From an optimization exercise on the open Yosys and OpenROAD flow, aimed at small area, a short achievable clock period and few clock cycles per item; shortcuts taken in it are not production practice.
At most, simulation tests tie the RTL to the original design; equivalence was not proved.

## ycbcr420_to_rgb_flip_core
module ycbcr420_to_rgb_flip_core
#(
	parameter int MAX_WIDTH  = 2048,
	parameter int MAX_HEIGHT = 2048
) (
	input  logic        clk,
	input  logic        arst_n,
	input  logic        wr_en,
	input  logic [1:0]  wr_index,
	input  logic [12:0] wr_data,
	input  logic        s_tvalid,
	output logic        s_tready,
	input  logic [47:0] s_tdata,
	output logic        m_tvalid,
	input  logic        m_tready,
	output logic [71:0] m_tdata,
	output logic        m_tlast,
	output logic        m_tuser
);
Size in the first run: roughly 140 I/O pins, about 20000 um2 of cells after synthesis.
Settings: LEC_CHECK=0, CAP_MARGIN=20, CORE_MARGIN=2, CORE_UTILIZATION=40, CTS_BUF_LIST=sky130_fd_sc_hd__clkbuf_8, CTS_CLUSTER_DIAMETER=100, CTS_CLUSTER_SIZE=12, PLACE_DENSITY=0.75, SLEW_MARGIN=20; clock period 11.0 ns.
standard.sh (not shown) runs the stock make flow with config.mk's settings and CLKGATE_MAP_FILE= SYNTH_SCRIPT=/design/flow/synth_recipe.tcl, a recipe that flattens the netlist after the stock synthesis.
==> flow/flow/run.sh <==
#!/bin/bash
# The standard layout, with repair_timing aiming below the clock period
# (setup margin) so the critical paths are sized and buffered, and the port
# buffers made from the smallest buffer cell (repair sizes them up as needed).
set -euo pipefail
bash standard.sh SETUP_SLACK_MARGIN=6.9 "BUFFER_PORTS_ARGS=-buffer_cell sky130_fd_sc_hd__buf_1" finish > make.log 2>&1
Testbench counts at the start, summed over its fixed seeds: cycles 19,304, items 9,600.
==> next run, changes <==
--- a/flow/config.mk
+++ b/flow/config.mk
@@ -12,4 +12,3 @@
 export CTS_CLUSTER_DIAMETER = 100
 export CTS_CLUSTER_SIZE = 12
-export PLACE_DENSITY = 0.75
 export SLEW_MARGIN = 20
Effect:
- die area does not change
- design area decreases by 0.46%
- synthesized area does not change
- routed wire length increases by 0.80%
- critical path depth stays the same
- first-iteration DRC count decreases by 21%
- sequential share of layout area increases by 0.15 points
- hold slack is better by 0.036 ns
- core utilization decreases by 0.21 points
==> next run, changes <==
--- a/flow/config.mk
+++ b/flow/config.mk
@@ -10,5 +10,5 @@
 export CORE_UTILIZATION = 40
 export CTS_BUF_LIST = sky130_fd_sc_hd__clkbuf_8
-export CTS_CLUSTER_DIAMETER = 100
-export CTS_CLUSTER_SIZE = 12
+export CTS_CLUSTER_DIAMETER = 80
+export CTS_CLUSTER_SIZE = 14
 export SLEW_MARGIN = 20
=> Core utilization barely changes. Routed wire length shrinks by 0.39%. Global-route usage barely changes. Non-clock buffer count went down by 8. Setup slack improves by 0.073 ns. Design area hardly moves. Clock skew came out lower by 0.0041 ns. Final cell count hardly moves.
==> next run, changes <==
==> flow/flow/run.sh (replaced) <==
#!/bin/bash
# The standard layout, with repair_timing aiming below the clock period
# (setup margin) so the critical paths are sized and buffered, and the port
# buffers made from the smallest buffer cell (repair sizes them up as needed).
set -euo pipefail
bash standard.sh SETUP_SLACK_MARGIN=7.0 "BUFFER_PORTS_ARGS=-buffer_cell sky130_fd_sc_hd__buf_1" finish > make.log 2>&1
--- a/flow/config.mk
+++ b/flow/config.mk
@@ -10,5 +10,5 @@
 export CORE_UTILIZATION = 40
 export CTS_BUF_LIST = sky130_fd_sc_hd__clkbuf_8
-export CTS_CLUSTER_DIAMETER = 80
-export CTS_CLUSTER_SIZE = 14
+export CTS_CLUSTER_DIAMETER = 100
+export CTS_CLUSTER_SIZE = 12
 export SLEW_MARGIN = 20
The new run passed the timing, DRC and antenna checks.
Synthesized area stays the same.
First-iteration DRC count increases by a few percent.
Wire length goes up slightly.
Via count came out higher slightly.
Maximum frequency went down slightly.


ycbcr420_to_rgb_flip_core, a different RTL version from the one above (not shown whole).
Size: roughly 2,200 cells after synthesis, about 140 I/O pins, about 22,000 sq um of cells after synthesis.
==> flow/config.mk <==
export PLATFORM = sky130hd
export DESIGN_NAME = ycbcr420_to_rgb_flip_core
export DESIGN_NICKNAME = ycbcr420_to_rgb_flip_core
export VERILOG_FILES = /design/flow/design.v
export SDC_FILE = /design/flow/constraint.sdc
export NUM_CORES = 4
export LEC_CHECK = 0
export CAP_MARGIN = 20
export CORE_MARGIN = 2
export CORE_UTILIZATION = 40
export SLEW_MARGIN = 20
==> flow/constraint.sdc <==
create_clock -name core_clock -period 11.0 [get_ports {clk}]
set_input_delay 2.2000 -clock core_clock [delete_from_list [all_inputs] [get_ports {clk}]]
set_output_delay 2.2000 -clock core_clock [all_outputs]
set_load 0.01 [all_outputs]
==> flow/flow/run.sh <==
#!/bin/bash
# The standard layout, with repair_timing aiming below the clock period
# (setup margin) so the critical paths are sized and buffered, and the port
# buffers made from the smallest buffer cell (repair sizes them up as needed).
set -euo pipefail
bash standard.sh SETUP_SLACK_MARGIN=7.0 "BUFFER_PORTS_ARGS=-buffer_cell sky130_fd_sc_hd__buf_1" finish > make.log 2>&1
The starting point completed without violations.
Testbench counts at the start, summed over its fixed seeds: cycles 19,304, items 9,600.
Next try:
==> flow/flow/run.sh (replaced) <==
#!/bin/bash
# The standard layout, with repair_timing aiming below the clock period
# (setup margin) so the critical paths are sized and buffered.
set -euo pipefail
bash standard.sh SETUP_SLACK_MARGIN=7.0 finish > make.log 2>&1
Effect:
- design area rose by a few percent
- flip-flop and latch count does not change
- via count rose slightly


## run B
Another version of the RTL of ycbcr420_to_rgb_flip_core (not shown whole).
Size in the first run: about 2000 cells after synthesis, about 140 I/O pins, roughly 0.020 mm2 of cells after synthesis.
export LEC_CHECK = 0
export ABC_CLOCK_PERIOD_IN_PS = 4500
export CAP_MARGIN = 20
export CORE_MARGIN = 2
export CORE_UTILIZATION = 40
export SLEW_MARGIN = 20
create_clock -name core_clock -period 11.0 [get_ports {clk}]
run.sh (not shown) runs the stock make flow with config.mk's settings and CLKGATE_MAP_FILE= SYNTH_SCRIPT=/design/flow/synth_recipe.tcl, a recipe that flattens the netlist after the stock synthesis.
Stock flow here: none of the scripts above is used.
No stage failed in run B, and the final checks on the layout all came back clean.
## Diff of input files: run D against run B
diff --git a/flow/config.mk b/flow/config.mk
--- a/flow/config.mk
+++ b/flow/config.mk
@@ -7,3 +7,2 @@
 export LEC_CHECK = 0
-export ABC_CLOCK_PERIOD_IN_PS = 4500
 export CAP_MARGIN = 20
Run D reached the final stage; the timing, DRC and antenna checks on its layout passed.
Changes observed in run D relative to run B: post-place setup slack was more or less identical, total iterations of the first detailed-routing run was more or less identical.
Run D -> run B: area fraction in compound gates after synthesis delta 0, exact match
Function was not checked in any run of this note: the RTL went through the layout flow alone.


Setup of the previous run:
ycbcr420_to_rgb_flip_core, a different RTL version from the one above (not shown whole).
Size in the first run: ~260 flip-flops, about 20000 um2 of cells after synthesis.
==> flow/config.mk <==
export PLATFORM = sky130hd
export DESIGN_NAME = ycbcr420_to_rgb_flip_core
export DESIGN_NICKNAME = ycbcr420_to_rgb_flip_core
export VERILOG_FILES = /design/flow/design.v
export SDC_FILE = /design/flow/constraint.sdc
export NUM_CORES = 4
export LEC_CHECK = 0
export CAP_MARGIN = 20
export CORE_MARGIN = 2
export CORE_UTILIZATION = 40
export CTS_BUF_LIST = sky130_fd_sc_hd__clkbuf_8
export CTS_CLUSTER_DIAMETER = 100
export CTS_CLUSTER_SIZE = 12
export SLEW_MARGIN = 20
==> flow/constraint.sdc <==
create_clock -name core_clock -period 11.0 [get_ports {clk}]
set_input_delay 2.2000 -clock core_clock [delete_from_list [all_inputs] [get_ports {clk}]]
set_output_delay 2.2000 -clock core_clock [all_outputs]
set_load 0.01 [all_outputs]
standard.sh (not shown) runs the stock make flow with config.mk's settings and CLKGATE_MAP_FILE= SYNTH_SCRIPT=/design/flow/synth_recipe.tcl, a recipe that flattens the netlist after the stock synthesis.
==> flow/flow/run.sh <==
#!/bin/bash
# The standard layout, with repair_timing aiming below the clock period
# (setup margin) so the critical paths are sized and buffered, and the port
# buffers made from the smallest buffer cell (repair sizes them up as needed).
set -euo pipefail
bash standard.sh SETUP_SLACK_MARGIN=7.0 "BUFFER_PORTS_ARGS=-buffer_cell sky130_fd_sc_hd__buf_1" finish > make.log 2>&1
The previous run finished every step from synthesis to the final layout, and the layout passed the timing, DRC and antenna checks.
Input-level comparison between the current run and the previous run:
Settings: CTS_CLUSTER_SIZE: 12 -> unset; CTS_CLUSTER_DIAMETER: 100 -> unset.
As of the current run, final standard cell area without fillers had risen by a few percent compared to the previous run.
Fraction of area in clock buffers and inverters ends up lower on the previous run.
Global-route usage (the current run over the previous run): increase, 0.49 points
Function was not checked in any run of this note: the RTL went through the layout flow alone.


## tundra
Another version of the RTL of ycbcr420_to_rgb_flip_core (not shown whole).
Size: roughly 2000 cells after synthesis, ~260 flip-flops, about 0.020 sq mm of cells after synthesis.
Settings: LEC_CHECK=0, CAP_MARGIN=20, CORE_MARGIN=2, CORE_UTILIZATION=40, CTS_BUF_LIST=sky130_fd_sc_hd__clkbuf_8, CTS_CLUSTER_SIZE=13, SLEW_MARGIN=20; clock period 11.0 ns.
Scripts as last shown in full above: flow/flow/run.sh
Testbench counts of tundra, summed over its fixed seeds: cycles 19,304, items 9,600.
Input-level comparison between quartz and tundra:
# tundra
export LEC_CHECK = 0
export CAP_MARGIN = 20
export CORE_MARGIN = 2
export CORE_UTILIZATION = 40
export CTS_BUF_LIST = sky130_fd_sc_hd__clkbuf_8
export CTS_CLUSTER_SIZE = 13
export SLEW_MARGIN = 20
create_clock -name core_clock -period 11.0 [get_ports {clk}]
# quartz
export LEC_CHECK = 0
export CAP_MARGIN = 20
export CORE_MARGIN = 2
export CORE_UTILIZATION = 40
export CTS_BUF_LIST = sky130_fd_sc_hd__clkbuf_8
export CTS_CLUSTER_DIAMETER = 100
export CTS_CLUSTER_SIZE = 12
export SLEW_MARGIN = 20
create_clock -name core_clock -period 11.0 [get_ports {clk}]
[summary]
[diff] shortest period the worst path allows, quartz relative to tundra: regression. Setup slack: quartz less than tundra. Higher count of H-tree levels built during CTS was reported by tundra, not quartz. Changes observed in quartz relative to tundra: number of global-route vias before repair moved down; routed wire length went down by 1.2%; non-clock buffer count fell by 3.
For zinc, these inputs were changed with respect to quartz:
# quartz
export LEC_CHECK = 0
export CAP_MARGIN = 20
export CORE_MARGIN = 2
export CORE_UTILIZATION = 40
export CTS_BUF_LIST = sky130_fd_sc_hd__clkbuf_8
export CTS_CLUSTER_DIAMETER = 100
export CTS_CLUSTER_SIZE = 12
export SLEW_MARGIN = 20
create_clock -name core_clock -period 11.0 [get_ports {clk}]
# zinc
export LEC_CHECK = 0
export CAP_MARGIN = 20
export CORE_MARGIN = 2
export CORE_UTILIZATION = 55
export CTS_BUF_LIST = sky130_fd_sc_hd__clkbuf_8
export CTS_CLUSTER_DIAMETER = 100
export CTS_CLUSTER_SIZE = 12
export SLEW_MARGIN = 20
create_clock -name core_clock -period 11.0 [get_ports {clk}]
==> comparison <==
- Row count shrinks by more than 10% when moving from quartz to zinc.
- Looking at area growth from synthesis to layout, zinc sits 1.6 points below quartz.
- Relative to quartz, zinc degrades minimum setup slack in the final design.
- zinc packs its core tighter than quartz.
- Per the comparison of zinc with quartz, final period demand of the worst path now sits higher; number of antenna violations at the first check in global routing essentially unchanged; met2 routed wirelength picked up an extra 590 um; final-layout fill cell count saw a decrease.
- Lower share of the cycle needed by the critical path after routing was reported by quartz, not zinc.
Modified inputs, garnet compared to zinc
# zinc
export LEC_CHECK = 0
export CAP_MARGIN = 20
export CORE_MARGIN = 2
export CORE_UTILIZATION = 55
export CTS_BUF_LIST = sky130_fd_sc_hd__clkbuf_8
export CTS_CLUSTER_DIAMETER = 100
export CTS_CLUSTER_SIZE = 12
export SLEW_MARGIN = 20
create_clock -name core_clock -period 11.0 [get_ports {clk}]
# garnet
export LEC_CHECK = 0
export CAP_MARGIN = 20
export CORE_MARGIN = 2
export CORE_UTILIZATION = 40
export CTS_BUF_LIST = sky130_fd_sc_hd__clkbuf_8
export SLEW_MARGIN = 20
create_clock -name core_clock -period 11.0 [get_ports {clk}]
==> comparison <==
garnet reached the end of the flow, and the finished layout is clean on the timing, DRC and antenna checks.
Diff zinc -> garnet: final worst-path cycle share now sits lower, total die area now sits higher.

## port drivers added, routing unchanged
Ports are ideal in the flow. The routed layouts listed here were re-timed in OpenROAD.
Step 1: set_driving_cell puts a clkbuf_16 on clk and a buf_2 on each other input, an assumption about the parent block.
Step 2, shift: input delay + t, output delay - t, t = (earliest + latest rising clock arrival at the registers) / 2. This alone moves slack from input paths to output paths.
Three values: no drivers, after step 1, after step 2; two values: the first two.
run | shift t [ns] | setup WS [ns] | hold WS [ns] | worst setup path after step 2 | clock arrival spread, ns
the first run of note 1 | 0.655 | 6.825 / 6.825 / 6.395 | 0.458 / 0.458 / 0.458 | input to register | 0.053 / 0.053
the second run of note 1 | 0.659 | 6.877 / 6.877 / 6.510 | 0.494 / 0.494 / 0.494 | input to register | 0.054 / 0.055
the third run of note 1 | 0.659 | 6.950 / 6.950 / 6.536 | 0.482 / 0.482 / 0.482 | input to register | 0.052 / 0.053
the fourth run of note 1 | 0.667 | 6.914 / 6.914 / 6.470 | 0.483 / 0.483 / 0.483 | input to register | 0.063 / 0.064
the first run of note 2 | 0.591 | 6.574 / 6.574 / 6.560 | 0.483 / 0.483 / 0.483 | input to register | 0.027 / 0.027
the second run of note 2 | 0.612 | 6.568 / 6.568 / 6.568 | 0.483 / 0.483 / 0.483 | register to register | 0.044 / 0.044
run B | 0.622 | 4.614 / 4.582 / 4.582 | 0.478 / 0.478 / 0.478 | input to output | 0.014 / 0.014
run D | 0.622 | 4.614 / 4.582 / 4.582 | 0.478 / 0.478 / 0.478 | input to output | 0.014 / 0.014
the previous run | 0.657 | 6.945 / 6.945 / 6.548 | 0.489 / 0.489 / 0.489 | input to register | 0.040 / 0.040
the current run | 0.666 | 6.947 / 6.947 / 6.510 | 0.478 / 0.478 / 0.478 | input to register | 0.046 / 0.047
tundra | 0.670 | 6.994 / 6.994 / 6.556 | 0.480 / 0.480 / 0.480 | input to register | 0.031 / 0.032
quartz | 0.653 | 6.972 / 6.972 / 6.539 | 0.483 / 0.483 / 0.483 | input to register | 0.032 / 0.033
zinc | 0.661 | 6.902 / 6.902 / 6.537 | 0.485 / 0.485 / 0.485 | input to register | 0.036 / 0.037
garnet | 0.670 | 6.994 / 6.994 / 6.556 | 0.480 / 0.480 / 0.480 | input to register | 0.031 / 0.032
After both steps setup and hold are still met in every run listed. For the fourth run of note 1, which loses most, drivers alone change the setup slack by 0.000 ns; drivers and shift together by -0.444 ns.
